Source: an optimization exercise on an open RTL-to-GDS flow (aim: small area and few clock cycles per item). Production flows keep margins and buffers that such runs may drop. Only simulation tests tie the RTL to the original design; equivalence was not proved.

==> design.v <==
module cordic_pipe #(
   parameter int DATA_W = 16,
   parameter int ITER   = 16
) (
   input  logic                     clk,
   input  logic                     rst_n,
   input  logic                     in_valid,
   output logic                     in_ready,
   input  logic                     in_mode,
   input  logic signed [DATA_W-1:0] x_in,
   input  logic signed [DATA_W-1:0] y_in,
   input  logic signed [DATA_W-1:0] z_in,
   output logic                     out_valid,
   input  logic                     out_ready,
   output logic signed [DATA_W+1:0] x_out,
   output logic signed [DATA_W+1:0] y_out,
   output logic signed [DATA_W-1:0] z_out
);
   localparam int NR = 8;
   function automatic logic [17:0] addsub18(input logic [17:0] a, input logic [17:0] b,
                                            input logic sub);
      logic [18:0] s;
      s = {a, 1'b1} + {b ^ {18{sub}}, sub};
      addsub18 = s[18:1];
   endfunction
   function automatic logic [15:0] addsub16(input logic [15:0] a, input logic [15:0] b,
                                            input logic sub);
      logic [16:0] s;
      s = {a, 1'b1} + {b ^ {16{sub}}, sub};
      addsub16 = s[16:1];
   endfunction
   logic [NR-1:0] r_vld;
   logic [NR-1:0] r_mode;
   logic [17:0]   r_x [NR];
   logic [17:0]   r_y [NR];
   logic [15:0]   r_z [NR];
   logic en;
   assign en       = out_ready | ~r_vld[NR-1];
   assign in_ready = en;
   logic [17:0] p_x, p_y;
   logic [15:0] p_z;
   logic        rot_q1, rot_q2, vec_neg;
   logic [17:0] xe, ye;
   assign xe      = {{2{x_in[15]}}, x_in};
   assign ye      = {{2{y_in[15]}}, y_in};
   assign rot_q1  = ~in_mode & (z_in[15:14] == 2'b01);
   assign rot_q2  = ~in_mode & (z_in[15:14] == 2'b10);
   assign vec_neg = in_mode & x_in[15];
   assign p_x = rot_q1 ? -ye : rot_q2 ? ye  : vec_neg ? -xe : xe;
   assign p_y = rot_q1 ? xe  : rot_q2 ? -xe : vec_neg ? -ye : ye;
   assign p_z = {z_in[15] ^ vec_neg, z_in[14] ^ (rot_q1 | rot_q2), z_in[13:0]};
   logic [17:0] x1, y1;
   logic [15:0] z1;
   logic        d0;
   assign d0 = in_mode ? p_y[17] : ~p_z[15];
   assign x1 = addsub18(p_x, p_y, d0);
   assign y1 = addsub18(p_y, p_x, ~d0);
   assign z1 = addsub16(p_z, 16'd8192, d0);
   always_ff @(posedge clk) begin
      if (en) begin
         r_x[0] <= x1;
         r_y[0] <= y1;
         r_z[0] <= z1;
         r_mode[0] <= in_mode;
      end
   end
   logic [17:0] x2, y2;
   logic [15:0] z2;
   logic        d1;
   assign d1 = r_mode[0] ? r_y[0][17] : ~r_z[0][15];
   assign x2 = addsub18(r_x[0], {{1{r_y[0][17]}}, r_y[0][17:1]}, d1);
   assign y2 = addsub18(r_y[0], {{1{r_x[0][17]}}, r_x[0][17:1]}, ~d1);
   assign z2 = addsub16(r_z[0], 16'd4836, d1);
   logic [17:0] x3, y3;
   logic [15:0] z3;
   logic        d2;
   assign d2 = r_mode[0] ? y2[17] : ~z2[15];
   assign x3 = addsub18(x2, {{2{y2[17]}}, y2[17:2]}, d2);
   assign y3 = addsub18(y2, {{2{x2[17]}}, x2[17:2]}, ~d2);
   assign z3 = addsub16(z2, 16'd2555, d2);
   always_ff @(posedge clk) begin
      if (en) begin
         r_x[1] <= x3;
         r_y[1] <= y3;
         r_z[1] <= z3;
         r_mode[1] <= r_mode[0];
      end
   end
   logic [17:0] x4, y4;
   logic [15:0] z4;
   logic        d3;
   assign d3 = r_mode[1] ? r_y[1][17] : ~r_z[1][15];
   assign x4 = addsub18(r_x[1], {{3{r_y[1][17]}}, r_y[1][17:3]}, d3);
   assign y4 = addsub18(r_y[1], {{3{r_x[1][17]}}, r_x[1][17:3]}, ~d3);
   assign z4 = addsub16(r_z[1], 16'd1297, d3);
   logic [17:0] x5, y5;
   logic [15:0] z5;
   logic        d4;
   assign d4 = r_mode[1] ? y4[17] : ~z4[15];
   assign x5 = addsub18(x4, {{4{y4[17]}}, y4[17:4]}, d4);
   assign y5 = addsub18(y4, {{4{x4[17]}}, x4[17:4]}, ~d4);
   assign z5 = addsub16(z4, 16'd651, d4);
   always_ff @(posedge clk) begin
      if (en) begin
         r_x[2] <= x5;
         r_y[2] <= y5;
         r_z[2] <= z5;
         r_mode[2] <= r_mode[1];
      end
   end
   logic [17:0] x6, y6;
   logic [15:0] z6;
   logic        d5;
   assign d5 = r_mode[2] ? r_y[2][17] : ~r_z[2][15];
   assign x6 = addsub18(r_x[2], {{5{r_y[2][17]}}, r_y[2][17:5]}, d5);
   assign y6 = addsub18(r_y[2], {{5{r_x[2][17]}}, r_x[2][17:5]}, ~d5);
   assign z6 = addsub16(r_z[2], 16'd326, d5);
   logic [17:0] x7, y7;
   logic [15:0] z7;
   logic        d6;
   assign d6 = r_mode[2] ? y6[17] : ~z6[15];
   assign x7 = addsub18(x6, {{6{y6[17]}}, y6[17:6]}, d6);
   assign y7 = addsub18(y6, {{6{x6[17]}}, x6[17:6]}, ~d6);
   assign z7 = addsub16(z6, 16'd163, d6);
   always_ff @(posedge clk) begin
      if (en) begin
         r_x[3] <= x7;
         r_y[3] <= y7;
         r_z[3] <= z7;
         r_mode[3] <= r_mode[2];
      end
   end
   logic [17:0] x8, y8;
   logic [15:0] z8;
   logic        d7;
   assign d7 = r_mode[3] ? r_y[3][17] : ~r_z[3][15];
   assign x8 = addsub18(r_x[3], {{7{r_y[3][17]}}, r_y[3][17:7]}, d7);
   assign y8 = addsub18(r_y[3], {{7{r_x[3][17]}}, r_x[3][17:7]}, ~d7);
   assign z8 = addsub16(r_z[3], 16'd81, d7);
   logic [17:0] x9, y9;
   logic [15:0] z9;
   logic        d8;
   assign d8 = r_mode[3] ? y8[17] : ~z8[15];
   assign x9 = addsub18(x8, {{8{y8[17]}}, y8[17:8]}, d8);
   assign y9 = addsub18(y8, {{8{x8[17]}}, x8[17:8]}, ~d8);
   assign z9 = addsub16(z8, 16'd41, d8);
   always_ff @(posedge clk) begin
      if (en) begin
         r_x[4] <= x9;
         r_y[4] <= y9;
         r_z[4] <= z9;
         r_mode[4] <= r_mode[3];
      end
   end
   logic [17:0] x10, y10;
   logic [15:0] z10;
   logic        d9;
   assign d9 = r_mode[4] ? r_y[4][17] : ~r_z[4][15];
   assign x10 = addsub18(r_x[4], {{9{r_y[4][17]}}, r_y[4][17:9]}, d9);
   assign y10 = addsub18(r_y[4], {{9{r_x[4][17]}}, r_x[4][17:9]}, ~d9);
   assign z10 = addsub16(r_z[4], 16'd20, d9);
   logic [17:0] x11, y11;
   logic [15:0] z11;
   logic        d10;
   assign d10 = r_mode[4] ? y10[17] : ~z10[15];
   assign x11 = addsub18(x10, {{10{y10[17]}}, y10[17:10]}, d10);
   assign y11 = addsub18(y10, {{10{x10[17]}}, x10[17:10]}, ~d10);
   assign z11 = addsub16(z10, 16'd10, d10);
   always_ff @(posedge clk) begin
      if (en) begin
         r_x[5] <= x11;
         r_y[5] <= y11;
         r_z[5] <= z11;
         r_mode[5] <= r_mode[4];
      end
   end
   logic [17:0] x12, y12;
   logic [15:0] z12;
   logic        d11;
   assign d11 = r_mode[5] ? r_y[5][17] : ~r_z[5][15];
   assign x12 = addsub18(r_x[5], {{11{r_y[5][17]}}, r_y[5][17:11]}, d11);
   assign y12 = addsub18(r_y[5], {{11{r_x[5][17]}}, r_x[5][17:11]}, ~d11);
   assign z12 = addsub16(r_z[5], 16'd5, d11);
   logic [17:0] x13, y13;
   logic [15:0] z13;
   logic        d12;
   assign d12 = r_mode[5] ? y12[17] : ~z12[15];
   assign x13 = addsub18(x12, {{12{y12[17]}}, y12[17:12]}, d12);
   assign y13 = addsub18(y12, {{12{x12[17]}}, x12[17:12]}, ~d12);
   assign z13 = addsub16(z12, 16'd3, d12);
   always_ff @(posedge clk) begin
      if (en) begin
         r_x[6] <= x13;
         r_y[6] <= y13;
         r_z[6] <= z13;
         r_mode[6] <= r_mode[5];
      end
   end
   logic [17:0] x14, y14;
   logic [15:0] z14;
   logic        d13;
   assign d13 = r_mode[6] ? r_y[6][17] : ~r_z[6][15];
   assign x14 = addsub18(r_x[6], {{13{r_y[6][17]}}, r_y[6][17:13]}, d13);
   assign y14 = addsub18(r_y[6], {{13{r_x[6][17]}}, r_x[6][17:13]}, ~d13);
   assign z14 = addsub16(r_z[6], 16'd1, d13);
   logic [17:0] x15, y15;
   logic [15:0] z15;
   logic        d14;
   assign d14 = r_mode[6] ? y14[17] : ~z14[15];
   assign x15 = addsub18(x14, {{14{y14[17]}}, y14[17:14]}, d14);
   assign y15 = addsub18(y14, {{14{x14[17]}}, x14[17:14]}, ~d14);
   assign z15 = addsub16(z14, 16'd1, d14);
   always_ff @(posedge clk) begin
      if (en) begin
         r_x[7] <= x15;
         r_y[7] <= y15;
         r_z[7] <= z15;
         r_mode[7] <= r_mode[6];
      end
   end
   logic [17:0] x16, y16;
   logic [15:0] z16;
   logic        d15;
   assign d15 = r_mode[7] ? r_y[7][17] : ~r_z[7][15];
   assign x16 = addsub18(r_x[7], {{15{r_y[7][17]}}, r_y[7][17:15]}, d15);
   assign y16 = addsub18(r_y[7], {{15{r_x[7][17]}}, r_x[7][17:15]}, ~d15);
   assign z16 = addsub16(r_z[7], 16'd0, d15);
   assign x_out = x16;
   assign y_out = y16;
   assign z_out = z16;
   always_ff @(posedge clk or negedge rst_n) begin
      if (!rst_n) r_vld <= '0;
      else if (en) r_vld <= {r_vld[NR-2:0], in_valid};
   end
   assign out_valid = r_vld[NR-1];
endmodule
==> run.sh <==
#!/bin/bash
# synth_recipe.tcl (not shown) runs the flow's synth.tcl, then flattens the netlist and writes it again
# the make line also repeats each setting of config.mk as NAME=value (left out here)
make -C /OpenROAD-flow-scripts/flow DESIGN_CONFIG=/design/flow/config.mk WORK_HOME=/design/flow/orfs CLKGATE_MAP_FILE= SYNTH_SCRIPT=/design/flow/synth_recipe.tcl finish
==> config.mk <==
export PLATFORM = sky130hd
export DESIGN_NAME = cordic_pipe
export DESIGN_NICKNAME = cordic_pipe
export VERILOG_FILES = /design/flow/design.v
export SDC_FILE = /design/flow/constraint.sdc
export NUM_CORES = 4
export LEC_CHECK = 0
export ABC_AREA = 1
export CAP_MARGIN = 20
export CORE_MARGIN = 2
export CORE_UTILIZATION = 40
export SLEW_MARGIN = 20
==> constraint.sdc <==
create_clock -name core_clock -period 4.5 [get_ports {clk}]
set_input_delay 0.9000 -clock core_clock [delete_from_list [all_inputs] [get_ports {clk}]]
set_output_delay 0.9000 -clock core_clock [all_outputs]
set_load 0.01 [all_outputs]
==> notes.md <==
hold_buf cts - 0
Antenna Cells - 0
Core Area - 145700 µm²
initial antenna violation count - 1
drt drc - 0
period utilization - 107.4%
Yosys cell types - 60
First DRT Iteration DRCs - 3675
Detail Placement HPWL - 155600 µm
Worst Tran Pin Value - 0.9600 ns
clock latency on the worst-skew pair - 0.71 ns
crit end category - flop
final hold viol count - 0
HP Start - r_vld[6]$_DFFE_PN0P_
site row count - 140
CP most frequent cell - nand2_2
CTS tree - built
worst min-delay path class - reg -> reg
dpl cells - 12230
final setup vio count - 73
grt peak-use layer - met2
Hold Crit Depth - 2
yosys warns - 4
RSZ-0062 raised after global routing - true
CP peak stage delay - 0.47 ns
syn avg cell area - 6.931 µm²
Seq cells post-synth - 431
sequential share of the synthesized area - 21.96%
DP Area - 76040 µm²
hold slack - 0.4593 ns
critical path type - reg -> reg
Post-synth EDFFs - 423
Startpoint Class - flop
Post-Layout Inst Area - 89260 µm²
met3 GRT Util - 2.272%
buffer and inverter count on the worst path - 7
total CTS buffers - 59
Initial Utilization - 40.32%
Slew headroom - 36.00%
layout cell share with drive strength beyond 1 - 33.60%
Final Max Slew Viols - 0
most frequent cells in the layout - 2135 x nand2_1, 1955 x buf_4, 973 x inv_1, 628 x xor2_1, 541 x ha_1
clock skew - 0.03766 ns
Worst-path clk slew - 0.06 ns
outcome - failed layout checks
max cap viols - 0
CP arrival - 5.24 ns
Setup crit start - r_mode[2]$_DFFE_PP_
Via Count - 64740
Mapped Area - 58770 µm²
fill cell total of the finished layout - 12610
drt pass-1 iters - 6
Async S/R FF share, synth - 1.856%
M1 GR Usage - 31.77%
Final Critical Period - 4.832 ns
CP max-delay cell - edfxtp_1
Ports - 107
clk root buf - clkbuf_16
non-filler cells, final - 12700
cell depth of the worst setup path - 30
NumNets Final - 11510
Max clock buf depth - 3
Setup WS post-layout - -0.3321 ns
DR vias/cell - 5.098
Synth Instances - 8479
Final ANT Viol Nets - 0
first-pass GRT wire length - 312000 µm
Die H - 387.3 µm
ys flop type - edfxtp_1
Post-Syn Nets - 9250
total track usage - 25.00%
Port Buffers - 106
Blocking Checks - setup timing
largest net degree at the start of global routing - 160
fmax - 206.9 MHz
die area - 150000 µm²
grt ovf - 0
H-tree levels - 2
Fin Setup TNS - -6.766 ns
met2 Resource Use GR - 44.85%
delay-heaviest family, CP - simple AND/OR/NAND/NOR gates
Register-to-Register Path Depth - 30
Detailed Route WL - 203600 µm
WL/cell - 16.03 µm
Layout area overhead - 51.89%
Reg2Reg Launch Point - r_mode[2]$_DFFE_PP_
Sink Count - 431
crit-path max FO - 7
critical path required time - 4.91 ns
Die X - 387.3 µm
Placer Congestion - 0.9516
commonest non-fill, non-tap cell in the layout - nand2_1
vias in the first global route - 62100
path summary, 6_finish.rpt:
| path | slack [ns] | end |
|---|---|---|
| setup / recovery | -0.33 | r_y[3][14]$_DFFE_PP_ |
| hold / removal | 0.46 | r_vld[7]$_DFFE_PN0P_ |
| setup reg to reg | -0.33 | r_y[3][14]$_DFFE_PP_ |
| hold reg to reg | 0.46 | r_vld[7]$_DFFE_PN0P_ |
| max in group asynchronous | 3.76 | r_vld[4]$_DFFE_PN0P_ |
| min in group asynchronous | 0.49 | r_vld[0]$_DFFE_PN0P_ |
per-layer routing:
layer,up-vias,share of wire [%]
met5,-,0.0064
met4,2,3.3
met3,367,3.7
met2,1271,49
met1,30180,44
li1,32930,-
cell usage after synthesis, types with 64 or more instances:
| cell type | number | share of area (%) |
|---|---|---|
| a21o_1 | 64 | 0.82 |
| nand3_1 | 438 | 3.7 |
| xnor2_1 | 212 | 3.2 |
| inv_1 | 1036 | 6.6 |
| ha_1 | 714 | 15 |
| xor2_1 | 748 | 11 |
| nor2_1 | 538 | 3.4 |
| nand4_1 | 95 | 1.0 |
| a31oi_1 | 99 | 1.1 |
| o21ai_0 | 398 | 3.4 |
| a21oi_1 | 672 | 5.7 |
| nand2_1 | 2393 | 15 |
| edfxtp_1 | 423 | 22 |
| nor3_1 | 84 | 0.72 |
worst reg2reg max path: cells and delay by family (launching register included):
| kind | cells | cell delay, ns |
|---|---|---|
| simple gates | 14 | 1.43 |
| flops | 1 | 0.47 |
| buf+inv | 7 | 1.00 |
| fa+ha+maj | 2 | 0.38 |
| xor+xnor | 2 | 0.45 |
| compound gates | 5 | 0.83 |
kinds of logic after synthesis:
family	synth area share [%]
AOI/OAI and AO/OA	14.76
muxes	0.01703
buffers and inverters	7.309
adders and majority gates	15.34
DFF	21.96
xor gates and xnor gates	14.34
and+or+nand+nor	26.28
per-stage QoR:
step | util (%) | setup WS (ns)
after floorplan | - | -0.1506
after global placement | 52.17 | -0.4272
after detailed placement | 52.17 | -0.4554
after CTS | 56.39 | -0.3323
after global routing | 61.25 | -0.4530
final | 61.25 | -0.3321
sequential cells by signal, summed over array words and instances (netlist names):
register,flops
r_vld,8
r_mode,8
r_z,128
r_x,143
r_y,144
final cells by class:
class / count / area, µm² / share of cell area (%)
Inverter: 1048 / 3980 / 4.459
Clock buffer: 66 / 1503 / 1.684
Timing Repair Buffer: 2265 / 18620 / 20.86
Multi-Input combinational cell: 6929 / 49360 / 55.30
Tap cell: 1917 / 2399 / 2.687
Clock inverter: 44 / 489.2 / 0.5481
Sequential cell: 431 / 12900 / 14.45
repair_timing:
action                                  CTS  global route
resized for setup                       685          1227
gates cloned                              9             4
pin swaps                               215           633
buffers inserted                        164           219
endpoints found under the setup margin  187           306
hold endpoints to repair                  0             0
Testbench counts, summed over its fixed seeds: cycles 16,064, items 16,000.

## separate check: timing with driven ports
No port has a modelled driver above. Below, the same layout with a new extraction and two added sets of constraints. Step 1 sets driving cells, clkbuf_16 on the clock port and buf_2 on the other inputs (assumed; they add their load-dependent delay and slew). Step 2, shift: input delay + t, output delay - t, t = (earliest + latest rising clock arrival at the registers) / 2. This alone moves slack from input paths to output paths. Slacks: ideal / step 1 / step 2; pairs: ideal / step 1.
shift t [ns]: 0.770
setup WS [ns]: -0.332 / -0.332 / -0.410
hold slack, ns: 0.459 / 0.430 / 0.459
worst setup path at the end: input to register
clock arrival spread, ns: 0.038 / 0.039
For this run, drivers alone change the setup slack by 0.000 ns; drivers and shift together by -0.078 ns.
